From an optimization exercise on the open Yosys and OpenROAD flow, aimed at small area; shortcuts taken in it are not production practice.
In this exercise RTL edits were held to simulation tests only and were not proved equivalent to the original.
Power and IR drop assume default switching activity.

Design apb_mem_slave, start of the top module:
module apb_mem_slave #(
  parameter int ADDR_WIDTH  = 8,
  parameter int DATA_WIDTH  = 32,
  parameter int STRB_WIDTH  = DATA_WIDTH / 8,
  parameter int MEM_DEPTH   = 64,
  parameter int WAIT_STATES = 2
) (
  input  logic                  pclk,
  input  logic                  preset,
  input  logic [ADDR_WIDTH-1:0] paddr,
  input  logic                  psel,
  input  logic                  penable,
  input  logic                  pwrite,
  input  logic [DATA_WIDTH-1:0] pwdata,
  input  logic [STRB_WIDTH-1:0] pstrb,
  output logic [DATA_WIDTH-1:0] prdata,
  output logic                  pready,
  output logic                  pslverr
);
==> module apb_mem_slave, before the edit <==
module apb_mem_slave #(
  parameter int ADDR_WIDTH  = 8,
  parameter int DATA_WIDTH  = 32,
  parameter int STRB_WIDTH  = DATA_WIDTH / 8,
  parameter int MEM_DEPTH   = 64,
  parameter int WAIT_STATES = 2
) (
  input  logic                  pclk,
  input  logic                  preset,
  input  logic [ADDR_WIDTH-1:0] paddr,
  input  logic                  psel,
  input  logic                  penable,
  input  logic                  pwrite,
  input  logic [DATA_WIDTH-1:0] pwdata,
  input  logic [STRB_WIDTH-1:0] pstrb,
  output logic [DATA_WIDTH-1:0] prdata,
  output logic                  pready,
  output logic                  pslverr
);
  localparam int NPORT = MEM_DEPTH / 4;
  logic       acc1, acc2;           
  logic [1:0] rlo;                  
  logic [3:0] rb;                   
  logic [5:0] rot;                  
  logic [1:0] clr_cnt;              
  logic       clearing;
  logic       in_rng;
  logic       wr_commit;
  logic       pend;                 
  logic       wr_act;
  logic [3:0] wi;                   
  logic [1:0] wlo;                  
  logic [DATA_WIDTH-1:0] wd;        
  logic [STRB_WIDTH-1:0] ws;        
  assign in_rng    = (paddr[7:6] == 2'b00);
  assign pslverr   = !in_rng;
  assign wr_commit = pready && psel && pwrite && in_rng;
  assign wr_act    = wr_commit || pend;
  assign clearing  = preset || (clr_cnt != 2'd0);
  logic [1:0] wph;
  logic       whit;
  assign rot  = {rb - 4'(rlo != 2'd0), rlo};
  assign wph  = wlo + rlo + 2'd1;
  assign whit = wr_act && (wph == 2'd0);
  always_ff @(posedge pclk) begin
    if (preset) begin
      acc1    <= 1'b0;
      acc2    <= 1'b0;
      pready  <= 1'b0;
      rlo     <= '0;
      rb      <= '0;
      clr_cnt <= 2'd3;
      pend    <= 1'b0;
    end else begin
      acc1    <= psel && !penable;
      acc2    <= acc1 && psel;
      pready  <= acc2 && psel;
      rlo     <= rlo + 2'd1;
      if (rlo == 2'd0) rb <= rb + 4'd1;
      if (clr_cnt != 2'd0) clr_cnt <= clr_cnt - 2'd1;
      pend    <= wr_act && !whit;
    end
  end
  always_ff @(posedge pclk) begin
    if (acc2) begin
      wi  <= 4'((paddr[5:0] + rot + 6'd5) >> 2);
      wlo <= paddr[1:0];
      wd <= pwdata;
      ws <= pstrb;
    end
  end
  logic [DATA_WIDTH-1:0] ring [MEM_DEPTH];
  for (genvar p = 0; p < MEM_DEPTH; p++) begin : g_pos
    if (p % 4 == 0) begin : g_port
      logic hit;
      assign hit = whit && (wi == 4'(p / 4));
      for (genvar b = 0; b < STRB_WIDTH; b++) begin : g_byte
        logic [7:0] q, d;
        logic       wen, shf;
        assign wen = !clearing && hit && ws[b];
        assign shf = !clearing && !(hit && ws[b]);
        for (genvar k = 0; k < 8; k++) begin : g_bit
          apb_mem_slave_ao22 u_sel (
            .a1(ring[(p + MEM_DEPTH - 1) % MEM_DEPTH][8*b + k]), .a2(shf),
            .b1(wd[8*b + k]), .b2(wen), .y(d[k])
          );
        end
        always_ff @(posedge pclk) q <= d;
        assign ring[p][8*b +: 8] = q;
      end
    end else begin : g_shift
      logic [DATA_WIDTH-1:0] q;
      always_ff @(posedge pclk) q <= ring[p - 1];
      assign ring[p] = q;
    end
  end
  logic [5:0]       rpos;
  logic [NPORT-1:0] rdec, rsel_now, rsel_nxt, rsel_r, rsel_n;
  logic             any_n, pen_n;
  logic [DATA_WIDTH-1:0] capn;
  logic       at_tap;
  logic [3:0] ridx;
  assign at_tap = in_rng && (paddr[1:0] + rlo == 2'd0);
  assign ridx   = paddr[5:2] + rb;
  assign rpos   = paddr[5:0] + rot;
  always_comb begin
    for (int i = 0; i < NPORT; i++) begin
      rdec[i]     = in_rng && (rpos[5:2] == 4'(i));
      rsel_now[i] = at_tap && (ridx == 4'(i));
      rsel_nxt[(i + 1) % NPORT] = rdec[i] && (rpos[1:0] == 2'd3);
    end
  end
  always_ff @(posedge pclk) rsel_r <= rsel_nxt;
  assign rsel_n = ~(penable ? rsel_r : rsel_now);
  assign any_n  = &rsel_n;
  assign pen_n  = !penable;
  logic [DATA_WIDTH-1:0] cap_d;
  for (genvar k = 0; k < DATA_WIDTH; k++) begin : g_rd
    logic [7:0] t;
    logic [3:0] u;
    logic       v;
    for (genvar j = 0; j < 8; j++) begin : g_pair
      apb_mem_slave_oai22 u_pair (
        .a1(ring[8*j][k]), .a2(rsel_n[2*j]), .b1(ring[8*j + 4][k]), .b2(rsel_n[2*j + 1]),
        .y(t[j])
      );
    end
    for (genvar j = 0; j < 4; j++) begin : g_nor
      apb_mem_slave_nor2 u_nor (.a(t[2*j]), .b(t[2*j + 1]), .y(u[j]));
    end
    apb_mem_slave_nand4 u_or (.a(u), .y(v));
    apb_mem_slave_o21ai u_out (.a1(v), .a2(any_n), .b1(capn[k]), .y(prdata[k]));
    apb_mem_slave_o22a u_cap (.a1(v), .a2(any_n), .b1(capn[k]), .b2(pen_n), .y(cap_d[k]));
  end
  always_ff @(posedge pclk) capn <= cap_d;
endmodule
==> flow/config.mk <==
export PLATFORM = sky130hd
export DESIGN_NAME = apb_mem_slave
export DESIGN_NICKNAME = apb_mem_slave
export VERILOG_FILES = /design/flow/design.v
export SDC_FILE = /design/flow/constraint.sdc
export NUM_CORES = 4
export LEC_CHECK = 0
export CAP_MARGIN = 20
export CORE_MARGIN = 2
export CORE_UTILIZATION = 55
export GPL_TIMING_DRIVEN = 1
export SLEW_MARGIN = 20
export SYNTH_HIERARCHICAL = 1
export SYNTH_MINIMUM_KEEP_SIZE = 0
==> flow/constraint.sdc <==
create_clock -name core_clock -period 5.0 [get_ports {pclk}]
set_input_delay 1.0000 -clock core_clock [delete_from_list [all_inputs] [get_ports {pclk}]]
set_output_delay 1.0000 -clock core_clock [all_outputs]
set_load 0.01 [all_outputs]
standard.sh (not shown) runs the stock make flow with config.mk's settings and CLKGATE_MAP_FILE= SYNTH_SCRIPT=/design/flow/synth_recipe.tcl, a recipe that flattens the netlist after the stock synthesis.
==> flow/flow/run.sh <==
#!/bin/bash
set -euo pipefail
export CTS_ARGS="-sink_clustering_enable -repair_clock_nets -dont_use_dummy_load -buf_list sky130_fd_sc_hd__clkbuf_8 -root_buf sky130_fd_sc_hd__clkbuf_16 -sink_clustering_size 20 -sink_clustering_max_diameter 50"
export BUFFER_PORTS_ARGS="-buffer_cell sky130_fd_sc_hd__buf_2"
bash standard.sh finish > standard.log 2>&1
Change:
--- a/flow/design.v
+++ b/flow/design.v
@@ -95,24 +95,18 @@
     end
   end
-  logic [5:0]       rpos;
-  logic [NPORT-1:0] rdec, rsel_now, rsel_nxt, rsel_r, rsel_n;
+  logic             at_tap;
+  logic [3:0]       ridx;
+  logic [NPORT-1:0] rsel_n;
   logic             any_n, pen_n;
   logic [DATA_WIDTH-1:0] capn;
-  logic       at_tap;
-  logic [3:0] ridx;
   assign at_tap = in_rng && (paddr[1:0] + rlo == 2'd0);
   assign ridx   = paddr[5:2] + rb;
-  assign rpos   = paddr[5:0] + rot;
   always_comb begin
     for (int i = 0; i < NPORT; i++) begin
-      rdec[i]     = in_rng && (rpos[5:2] == 4'(i));
-      rsel_now[i] = at_tap && (ridx == 4'(i));
-      rsel_nxt[(i + 1) % NPORT] = rdec[i] && (rpos[1:0] == 2'd3);
+      rsel_n[i] = !(at_tap && (ridx == 4'(i)));
     end
   end
-  always_ff @(posedge pclk) rsel_r <= rsel_nxt;
-  assign rsel_n = ~(penable ? rsel_r : rsel_now);
-  assign any_n  = &rsel_n;
-  assign pen_n  = !penable;
+  assign any_n = !at_tap;
+  assign pen_n = !penable;
   logic [DATA_WIDTH-1:0] cap_d;
   for (genvar k = 0; k < DATA_WIDTH; k++) begin : g_rd
After rerunning: Final cell count came out lower by 0.62%. Core utilization came out lower by 0.14 points. Setup slack degrades by 0.079 ns. Total power came out lower by 3.5%. Die area came out lower by 0.60%.

## what the ideal ports hide
Ports are ideal in the flow. The routed layouts listed here were re-timed in OpenROAD. Step 1, drivers: a clkbuf_16 drives pclk and a buf_2 each remaining input, both assumed. Step 2 times the ports against the registers' clock, not the clock port: input delays grow and output delays shrink by t, the midpoint of the rising clock arrivals with the driver on. a / b / c = ideal ports / drivers / drivers and shift; a / b = the first two.
| run | t (ns) | setup WS [ns] | cell pins on the clock port's net |
|---|---|---|---|
| the first run | 0.783 | 0.156 / 0.118 / 0.131 | 1 |
| the second run | 0.760 | 0.077 / 0.027 / 0.053 | 1 |
After both steps every run listed still meets setup and hold. The setup slack of the first run, which loses most, moves by -0.038 ns with the drivers and by -0.025 ns with both steps.
